From an optimization exercise on the open Yosys and OpenROAD flow, aimed at small area, a short achievable clock period and few clock cycles per item; shortcuts taken in it are not production practice. In this exercise RTL edits were held to simulation tests only and were not proved equivalent to the original.

==> run.sh <==
#!/bin/bash
# synth_recipe.tcl (not shown) runs the flow's synth.tcl, then flattens the netlist and writes it again
# the make line also repeats each setting of config.mk as NAME=value (left out here)
make -C /OpenROAD-flow-scripts/flow DESIGN_CONFIG=/design/flow/config.mk WORK_HOME=/design/flow/orfs CLKGATE_MAP_FILE= SYNTH_SCRIPT=/design/flow/synth_recipe.tcl finish
==> config.mk <==
export PLATFORM = sky130hd
export DESIGN_NAME = bicubic_resampler
export DESIGN_NICKNAME = bicubic_resampler
export VERILOG_FILES = /design/flow/design.v
export SDC_FILE = /design/flow/constraint.sdc
export NUM_CORES = 4
export LEC_CHECK = 0
export CAP_MARGIN = 20
export CORE_MARGIN = 2
export CORE_UTILIZATION = 40
export SLEW_MARGIN = 20
==> constraint.sdc <==
create_clock -name core_clock -period 10.0 [get_ports {CLK}]
set_input_delay 2.0000 -clock core_clock [delete_from_list [all_inputs] [get_ports {CLK}]]
set_output_delay 2.0000 -clock core_clock [all_outputs]
set_load 0.01 [all_outputs]
==> design.v <==
`default_nettype none
package bicubic_pkg;
    localparam int PIX_W  = 8;
    localparam int FRAC_W = 8;    
    localparam int LEN_W  = 7;    
    typedef logic [PIX_W-1:0]  pix_t;
    typedef logic [FRAC_W-1:0] frac_t;
    typedef struct packed {
        pix_t p0;
        pix_t p1;
        pix_t p2;
        pix_t p3;
    } win_t;
    typedef struct packed {
        win_t  win;
        frac_t frac;
    } cubic_req_t;
    typedef enum logic [2:0] {
        ST_IDLE    = 3'd0,   
        ST_FILL    = 3'd1,   
        ST_DIVIDE  = 3'd2,   
        ST_ISSUE   = 3'd3,   
        ST_ADVANCE = 3'd4,   
        ST_DONE    = 3'd5    
    } ctrl_state_t;
endpackage
`default_nettype wire
`timescale 1ns/1ps
`default_nettype none
module frac_divider #(
    parameter int LEN_W = bicubic_pkg::LEN_W
) (
    input  wire logic             CLK,
    input  wire logic             RST,
    input  wire logic             start_i,
    input  wire logic [LEN_W-1:0] rem_i,
    input  wire logic [LEN_W-1:0] den_i,
    output logic                  done_o,
    output bicubic_pkg::frac_t    frac_o
);
    typedef logic [LEN_W-1:0] len_t;
    localparam int CNT_W = $clog2(bicubic_pkg::FRAC_W + 2);
    logic [CNT_W-1:0] cnt;       
    len_t             part;      
    len_t             den_q;
    logic [LEN_W:0]   shifted;
    logic [LEN_W:0]   trial;
    logic             q_bit;
    always_comb begin
        shifted = {part, 1'b0};
        trial   = shifted - {1'b0, den_q};
        q_bit   = (shifted >= {1'b0, den_q});   
    end
    always_ff @(posedge CLK) begin
        if (RST) begin
            cnt    <= '0;
            done_o <= 1'b0;
        end else begin
            done_o <= (cnt == CNT_W'(1));
            if (start_i) begin
                cnt <= CNT_W'(bicubic_pkg::FRAC_W + 1);
            end else if (cnt != '0) begin
                cnt <= cnt - 1'b1;
            end
        end
    end
    always_ff @(posedge CLK) begin
        if (start_i) begin
            part  <= rem_i;
            den_q <= den_i;
        end else if (cnt > CNT_W'(1)) begin
            part   <= q_bit ? trial[LEN_W-1:0] : shifted[LEN_W-1:0];
            frac_o <= {frac_o[bicubic_pkg::FRAC_W-2:0], q_bit};
        end
    end
endmodule
`default_nettype wire
`timescale 1ns/1ps
`default_nettype none
module cubic_engine (
    input  wire logic                    CLK,
    input  wire logic                    RST,
    input  wire bicubic_pkg::cubic_req_t req_i,
    input  wire logic                    req_valid_i,
    output logic                         req_ready_o,
    output logic                         out_valid_o,
    output bicubic_pkg::pix_t            out_pix_o,
    input  wire logic                    out_ready_i
);
    localparam int ACC_W = 16;   
    typedef logic signed [ACC_W-1:0] acc_t;
    localparam acc_t C1 = 1;
    localparam acc_t C2 = 2;
    localparam acc_t C3 = 3;
    localparam acc_t C4 = 4;
    localparam acc_t C5 = 5;
    localparam acc_t PIX_MAX = (1 << bicubic_pkg::PIX_W) - 1;
    function automatic logic signed [ACC_W-1:0] horner_mul(
        input logic signed [ACC_W-1:0] v, input logic [bicubic_pkg::FRAC_W-1:0] x);
        logic signed [ACC_W+bicubic_pkg::FRAC_W:0] prod;
        prod = v * $signed({1'b0, x});
        horner_mul = prod[ACC_W+bicubic_pkg::FRAC_W-1:bicubic_pkg::FRAC_W];
    endfunction
    logic       stage_en;
    logic [4:0] vld;         
    bicubic_pkg::cubic_req_t s0_req;
    bicubic_pkg::win_t       w;
    acc_t       e0, e1, e2, e3;
    acc_t       coef_a, coef_b, coef_c, coef_d;
    acc_t       st1_a, st1_b, st1_c, st1_d;
    acc_t       st2_h, st2_b, st2_c, st2_d;
    acc_t       st3_h, st3_c, st3_d;
    bicubic_pkg::frac_t      st1_x, st2_x, st3_x;
    acc_t       s3;
    acc_t       rnd;
    bicubic_pkg::pix_t       pix_next;
    assign stage_en    = !(vld[4] && !out_ready_i);   
    assign req_ready_o = stage_en;
    assign out_valid_o = vld[4];
    always_comb begin
        w      = s0_req.win;
        e0     = {{(ACC_W-bicubic_pkg::PIX_W){1'b0}}, w.p0};
        e1     = {{(ACC_W-bicubic_pkg::PIX_W){1'b0}}, w.p1};
        e2     = {{(ACC_W-bicubic_pkg::PIX_W){1'b0}}, w.p2};
        e3     = {{(ACC_W-bicubic_pkg::PIX_W){1'b0}}, w.p3};
        coef_a = C3 * (e1 - e2) + e3 - e0;
        coef_b = C2 * e0 - C5 * e1 + C4 * e2 - e3;
        coef_c = e2 - e0;
        coef_d = C2 * e1;
    end
    always_comb begin
        s3  = horner_mul(st3_h + st3_c, st3_x);
        rnd = (s3 + st3_d + C1) >>> 1;
        if (rnd < 0) begin
            pix_next = '0;
        end else if (rnd > PIX_MAX) begin
            pix_next = '1;
        end else begin
            pix_next = rnd[bicubic_pkg::PIX_W-1:0];
        end
    end
    always_ff @(posedge CLK) begin
        if (RST) begin
            vld <= '0;
        end else if (stage_en) begin
            vld <= {vld[3:0], req_valid_i};
        end
    end
    always_ff @(posedge CLK) begin
        if (stage_en) begin
            s0_req    <= req_i;                        
            st1_a     <= coef_a;                       
            st1_b     <= coef_b;
            st1_c     <= coef_c;
            st1_d     <= coef_d;
            st1_x     <= s0_req.frac;
            st2_h     <= horner_mul(st1_a, st1_x);     
            st2_b     <= st1_b;
            st2_c     <= st1_c;
            st2_d     <= st1_d;
            st2_x     <= st1_x;
            st3_h     <= horner_mul(st2_h + st2_b, st2_x);
            st3_c     <= st2_c;
            st3_d     <= st2_d;
            st3_x     <= st2_x;
            out_pix_o <= pix_next;                     
        end
    end
endmodule
`default_nettype wire
`timescale 1ns/1ps
`default_nettype none
module position_ctrl #(
    parameter int LEN_W = bicubic_pkg::LEN_W
) (
    input  wire logic               CLK,
    input  wire logic               RST,
    input  wire logic               start_i,
    input  wire logic [LEN_W-1:0]   src_len_i,
    input  wire logic [LEN_W-1:0]   dst_len_i,
    input  wire logic               src_valid_i,
    input  wire bicubic_pkg::pix_t  src_pix_i,
    output logic                    src_ready_o,
    output logic                    div_start_o,
    output logic [LEN_W-1:0]        div_rem_o,
    output logic [LEN_W-1:0]        div_den_o,
    input  wire logic               div_done_i,
    input  wire bicubic_pkg::frac_t div_frac_i,
    output bicubic_pkg::cubic_req_t req_o,
    output logic                    req_valid_o,
    input  wire logic               req_ready_i,
    output logic                    last_issued_o
);
    typedef logic [LEN_W-1:0] len_t;
    bicubic_pkg::ctrl_state_t    state;
    len_t           src_len_q;
    len_t           dst_len_q;
    len_t           q;           
    len_t           r;           
    len_t           in_cnt;      
    len_t           out_cnt;     
    logic           div_pend;
    bicubic_pkg::win_t           win;
    len_t           step;
    len_t           den;
    logic [LEN_W:0] acc_sum;
    logic [LEN_W:0] acc_sub;
    logic           carry;
    logic           need_pix;
    logic           adv_go;
    logic           pix_fire;
    logic           fill_last;
    always_comb begin
        step      = src_len_q - 1'b1;
        den       = dst_len_q - 1'b1;
        acc_sum   = {1'b0, r} + {1'b0, step};
        acc_sub   = acc_sum - {1'b0, den};
        carry     = (acc_sum >= {1'b0, den});      
        need_pix  = carry && (in_cnt < src_len_q);  
        adv_go    = !need_pix || src_valid_i;
        pix_fire  = src_valid_i && src_ready_o;
        fill_last = (in_cnt == LEN_W'(2)) || (in_cnt + 1'b1 == src_len_q);
    end
    assign src_ready_o   = (state == bicubic_pkg::ST_FILL) || (state == bicubic_pkg::ST_ADVANCE && need_pix);
    assign div_start_o   = (state == bicubic_pkg::ST_DIVIDE) && !div_pend;
    assign div_rem_o     = r;
    assign div_den_o     = den;
    assign req_valid_o   = (state == bicubic_pkg::ST_ISSUE);
    assign req_o         = {win, div_frac_i};  
    assign last_issued_o = (state == bicubic_pkg::ST_DONE);
    always_ff @(posedge CLK) begin
        if (RST) begin
            state    <= bicubic_pkg::ST_IDLE;
            q        <= '0;
            r        <= '0;
            in_cnt   <= '0;
            out_cnt  <= '0;
            div_pend <= 1'b0;
        end else begin
            case (state)
                bicubic_pkg::ST_IDLE, bicubic_pkg::ST_DONE: begin
                    if (start_i) begin
                        q       <= '0;
                        r       <= '0;
                        in_cnt  <= '0;
                        out_cnt <= '0;
                        state   <= bicubic_pkg::ST_FILL;
                    end
                end
                bicubic_pkg::ST_FILL: begin
                    if (pix_fire) begin
                        in_cnt <= in_cnt + 1'b1;
                        if (fill_last) begin
                            state <= bicubic_pkg::ST_DIVIDE;
                        end
                    end
                end
                bicubic_pkg::ST_DIVIDE: begin
                    div_pend <= !div_done_i;   
                    if (div_done_i) begin
                        state <= bicubic_pkg::ST_ISSUE;
                    end
                end
                bicubic_pkg::ST_ISSUE: begin
                    if (req_ready_i) begin
                        out_cnt <= out_cnt + 1'b1;
                        state   <= (out_cnt == den) ? bicubic_pkg::ST_DONE : bicubic_pkg::ST_ADVANCE;
                    end
                end
                bicubic_pkg::ST_ADVANCE: begin
                    if (adv_go) begin
                        if (carry) begin
                            q <= q + 1'b1;
                            r <= acc_sub[LEN_W-1:0];
                        end else begin
                            r <= acc_sum[LEN_W-1:0];   
                        end
                        if (need_pix) begin
                            in_cnt <= in_cnt + 1'b1;
                        end
                        state <= bicubic_pkg::ST_DIVIDE;
                    end
                end
                default: state <= bicubic_pkg::ST_IDLE;
            endcase
        end
    end
    always_ff @(posedge CLK) begin
        if ((state == bicubic_pkg::ST_IDLE || state == bicubic_pkg::ST_DONE) && start_i) begin
            src_len_q <= src_len_i;
            dst_len_q <= dst_len_i;
        end
        if (state == bicubic_pkg::ST_FILL && pix_fire) begin
            if (in_cnt == '0) begin
                win <= {src_pix_i, src_pix_i, src_pix_i, src_pix_i};
            end else if (in_cnt == LEN_W'(1)) begin
                win.p2 <= src_pix_i;
                win.p3 <= src_pix_i;
            end else begin
                win.p3 <= src_pix_i;
            end
        end else if (state == bicubic_pkg::ST_ADVANCE && carry && adv_go) begin
            win <= {win.p1, win.p2, win.p3,
                    (need_pix ? src_pix_i : win.p3)};
        end
    end
endmodule
`default_nettype wire
`timescale 1ns/1ps
`default_nettype none
module bicubic_resampler #(
    parameter int LEN_W = bicubic_pkg::LEN_W
) (
    input  wire logic              CLK,
    input  wire logic              RST,
    input  wire logic              start_i,
    input  wire logic [LEN_W-1:0]  src_len_i,
    input  wire logic [LEN_W-1:0]  dst_len_i,
    input  wire logic              src_valid_i,
    input  wire bicubic_pkg::pix_t src_pix_i,
    output logic                   src_ready_o,
    output logic                   out_valid_o,
    output bicubic_pkg::pix_t      out_pix_o,
    input  wire logic              out_ready_i,
    output logic                   done_o
);
    logic             div_start;
    logic [LEN_W-1:0] div_rem;
    logic [LEN_W-1:0] div_den;
    logic             div_done;
    bicubic_pkg::frac_t            div_frac;
    bicubic_pkg::cubic_req_t       req;
    logic             req_valid;
    logic             req_ready;
    logic             last_issued;
    logic [2:0]       in_flight;   
    position_ctrl #(.LEN_W(LEN_W)) u_ctrl (
        .CLK           (CLK),
        .RST           (RST),
        .start_i       (start_i),
        .src_len_i     (src_len_i),
        .dst_len_i     (dst_len_i),
        .src_valid_i   (src_valid_i),
        .src_pix_i     (src_pix_i),
        .src_ready_o   (src_ready_o),
        .div_start_o   (div_start),
        .div_rem_o     (div_rem),
        .div_den_o     (div_den),
        .div_done_i    (div_done),
        .div_frac_i    (div_frac),
        .req_o         (req),
        .req_valid_o   (req_valid),
        .req_ready_i   (req_ready),
        .last_issued_o (last_issued)
    );
    frac_divider #(.LEN_W(LEN_W)) u_div (
        .CLK     (CLK),
        .RST     (RST),
        .start_i (div_start),
        .rem_i   (div_rem),
        .den_i   (div_den),
        .done_o  (div_done),
        .frac_o  (div_frac)
    );
    cubic_engine u_engine (
        .CLK         (CLK),
        .RST         (RST),
        .req_i       (req),
        .req_valid_i (req_valid),
        .req_ready_o (req_ready),
        .out_valid_o (out_valid_o),
        .out_pix_o   (out_pix_o),
        .out_ready_i (out_ready_i)
    );
    always_ff @(posedge CLK) begin
        if (RST) begin
            in_flight <= '0;
        end else begin
            case ({req_valid & req_ready, out_valid_o & out_ready_i})
                2'b10:   in_flight <= in_flight + 1'b1;
                2'b01:   in_flight <= in_flight - 1'b1;
                default: in_flight <= in_flight;
            endcase
        end
    end
    assign done_o = last_issued && (in_flight == '0);   
endmodule
`default_nettype wire
==> flow_summary.json <==
{
  "cp-end-kind": "register",
  "postSynthCellCount": 2913,
  "cts_max_level": 2,
  "synthFlopType": "edfxtp_1",
  "cp.arrival_ns": 9.52,
  "hold_buffers": 0,
  "clockBufferDepth": 3,
  "cts_made_buffers": 37,
  "synth_seq_cells": 309,
  "synth_edf_count": 271,
  "grt_pass1_vias": 20740,
  "postRouteAntennaNets": 0,
  "critPathLaunchType": "register",
  "io_pins": 38,
  "post_drt_wl_per_cell_um": 15.45,
  "maxSlewHeadroom_pct": 27.45,
  "yosysSeqAreaShare_pct": 30.06,
  "ys_async_sr_fraction_pct": 0,
  "reg2reg_from": "u_engine.st3_c[1]",
  "drt_iter0_drc": 909,
  "setup_violations": 0,
  "critPathSlowestCell": "fa_1",
  "cp-endpoint": "u_engine.out_pix_o[7]",
  "layout_setup_ws_ns": 0.7638,
  "max_freq_mhz": 108.3,
  "max_slew.worst_pin.slew_ns": 1.061,
  "antenna_found_initial": 0,
  "reg2reg_depth": 35,
  "rrSetupSlack_ns": 0.76,
  "clock-skew-final_ns": 0.01995,
  "finalHoldViolations": 0,
  "fp.dieW_um": 276.0,
  "setup_tns_ns": 0,
  "core_mm2": 0.07308,
  "rsz0062_at_grt": "no",
  "root_buffer": "clkbuf_16",
  "timing.hold.ws_ns": 0.4101,
  "area_delta_synth_final_pct": 8.812,
  "crit_path_start": "u_engine.st3_c[1]",
  "port_buffers": 37,
  "via_per_inst": 5.009,
  "worst_ep_required_time_ns": 10.29,
  "fin_crit_sh_pct": 92.36,
  "syn_area_mm2": 0.02960,
  "die_area_mm2": 0.07620,
  "grt-ovfl-total": 0,
  "num_antenna_cells": 0,
  "crit_fanout": 19,
  "yosys_warnings": 4,
  "finalMaxSlewViolations": 0,
  "min_period_ns": 9.236,
  "critPathMaxStageDelay_ns": 0.59,
  "min_path_type": "register to register",
  "dr_total_vias": 19610,
  "worstReg2RegEnd": "u_engine.out_pix_o[7]",
  "track_usage_pct": 16.19,
  "syn_nets": 3551,
  "nets": 3569,
  "crit_top_cell": "o21ai_0",
  "wirelength_mm": 60.50,
  "layout-drive-gt1-share_pct": 3.755,
  "path_class": "register to register",
  "die_y_um": 276.0,
  "firstDrtPassIters": 5,
  "cts.sinks": 309,
  "gp_congestion": 0.8495,
  "grt_max_degree": 121,
  "row_count": 99,
  "clk_pin_slew_ns": 0.06,
  "maxCapViolations": 0,
  "final_core_util_pct": 44.08,
  "avgSynthCellArea_um2": 10.16,
  "drc": 0,
  "dpl.hpwl_mm": 48.12,
  "initial_core_util_pct": 40.51,
  "clock_latency_ns": 0.56,
  "status": "finished clean",
  "yosysUniqueCellTypes": 83,
  "grt_pass1_wl_mm": 102.3,
  "pre_cts_ws_ns": 0.5535,
  "tritoncts": "built"
}
[Yosys cell counts, drive strengths merged (4+ instances only)]
library cell,n,area share [%]
mux2i,10,0.34
nor4,7,0.20
ha,272,11
buf,7,0.12
o21ai,49,0.83
edfxtp,271,27
and3,10,0.21
nand2,294,3.7
and2,207,4.4
nor3,38,0.66
nand2b,17,0.36
or2,9,0.19
a21oi,111,1.9
a211oi,5,0.14
a21o,34,0.87
a311oi,4,0.14
nor2,107,1.4
a21boi,11,0.28
a22oi,6,0.15
nor3b,5,0.13
nand3,51,0.90
xor2,54,1.6
nor2b,26,0.55
clkbuf,71,0.90
or4,5,0.13
o41ai,12,0.42
nand3b,4,0.14
xnor2,101,3.0
o21bai,22,0.56
a2111oi,8,0.37
nand4,28,0.59
or3,19,0.40
fa,339,23
a31oi,22,0.46
dfxtp,38,2.6
inv,559,7.1
o311a,14,0.47
o21a,20,0.51
o31a,4,0.12
[metal layers]
| layer | track usage [%] | part of all wire [%] |
|---|---|---|
| met1 | 20.30 | 43 |
| met5 | 0 | 0 |
| met4 | 4.764 | 2.5 |
| met2 | 29.04 | 51 |
| met3 | 2.189 | 3.7 |
[worst max-delay path, delay by kind of cell (launching register included)]
family / cells / cell delay, ns
and+or+nand+nor: 6 / 1.34
AOI/OAI and AO/OA: 15 / 3.13
xor gates and xnor gates: 1 / 0.16
adders and majority gates: 7 / 2.99
DFF: 1 / 0.39
muxes: 1 / 0.40
buffers and inverters: 5 / 0.58
[worst min path at each step]
stage	depth (start not counted)	endpoint	start
after floorplan	0	u_engine.s0_req[32]	u_ctrl.win[24]
after global placement	0	u_engine.st1_x[7]	u_engine.s0_req[7]
after detailed placement	0	u_engine.st1_x[5]	u_engine.s0_req[5]
after CTS	0	u_engine.st2_b[10]	u_engine.st1_b[10]
after global routing	0	u_engine.st2_b[10]	u_engine.st1_b[10]
final	0	u_engine.st2_b[10]	u_engine.st1_b[10]
[kinds of logic after synthesis]
family          Yosys count  share of synthesized area [%]
fa+ha+maj               611                          34.42
compound gates          350                          8.039
simple gates            838                          14.36
buf+inv                 638                          8.119
flops                   309                          30.06
xor+xnor                155                          4.586
mux                      12                         0.4142
[per-stage QoR]
step	instances	cell area (um^2)
after floorplan	2913	29600
after global placement	3846	31010
after detailed placement	3846	31010
after CTS	3910	32150
after global routing	3915	32210
final	3915	32210
[what timing repair did]
action | 4_1_cts | 5_1_grt
gates resized for setup | 0 | 1
setup buffers | 0 | 5
endpoints found under the setup margin | 0 | 8
[sequential cells by signal, summed over array words and instances, names as in the netlist, 16 cells and up]
register / flops
u_ctrl.win: 32
u_engine.st2_h: 16
u_engine.st1_b: 16
u_engine.st2_b: 16
u_engine.st3_h: 16
u_engine.s0_req: 40
u_engine.st1_a: 16
[area by class of cell]
type	instances	area, um^2
Clock buffer	41	962.2
Clock inverter	23	178.9
Fill cell	6840	40870
Inverter	560	2110
Multi-Input combinational cell	1966	18340
Sequential cell	309	8899
Tap cell	959	1200
Timing Repair Buffer	57	524.3
[placed cells by master, fill, tap and decap left out, types with 6 or more instances in the layout]
cell type | synthesis | layout
a21oi_1 | 111 | 111
nor4_1 | 6 | 6
a21o_1 | 33 | 33
clkbuf_16 | 0 | 38
buf_4 | 2 | 19
a22oi_1 | 6 | 6
xor2_1 | 54 | 54
nand4_1 | 28 | 28
a31oi_1 | 22 | 22
clkdlybuf4s50_1 | 0 | 37
nand2b_1 | 17 | 17
a21boi_0 | 9 | 9
o21a_1 | 20 | 20
and2_1 | 202 | 202
or2_2 | 9 | 9
nor2_1 | 107 | 107
o41ai_1 | 11 | 11
dfxtp_1 | 38 | 38
o21bai_1 | 22 | 22
clkinv_1 | 1 | 11
and3_1 | 10 | 10
o21ai_0 | 46 | 45
o311a_1 | 14 | 14
fa_1 | 339 | 339
nor2b_1 | 26 | 26
edfxtp_1 | 271 | 271
nor3_1 | 37 | 37
inv_1 | 559 | 558
xnor2_1 | 101 | 99
nand2_1 | 293 | 293
or3_1 | 19 | 19
ha_1 | 272 | 272
nand3_1 | 50 | 50
mux2i_1 | 10 | 10
Testbench counts, summed over its fixed seeds: cycles 222,374, items 16,987.

[what the ideal ports hide]
Ports are ideal in the flow. The routed layout listed here was re-timed in OpenROAD.
Step 1 assumes that a clkbuf_16 drives the clock port and a buf_2 every other input.
Step 2 adds t to the input delays and takes it off the output delays; t is the mean of the earliest and latest rising clock arrival at the registers after step 1. Input paths then give back, and output paths get back, about the clock's delay inside the block.
Three values: ideal, step 1, step 2; two values: the first two.
t, ns: 0.610
setup slack, ns: 0.764 / 0.764 / 0.764
worst setup path after step 2: register to register
After both steps setup and hold are still met in this run. For this run, drivers alone change the setup slack by 0.000 ns; drivers and shift together by 0.000 ns.
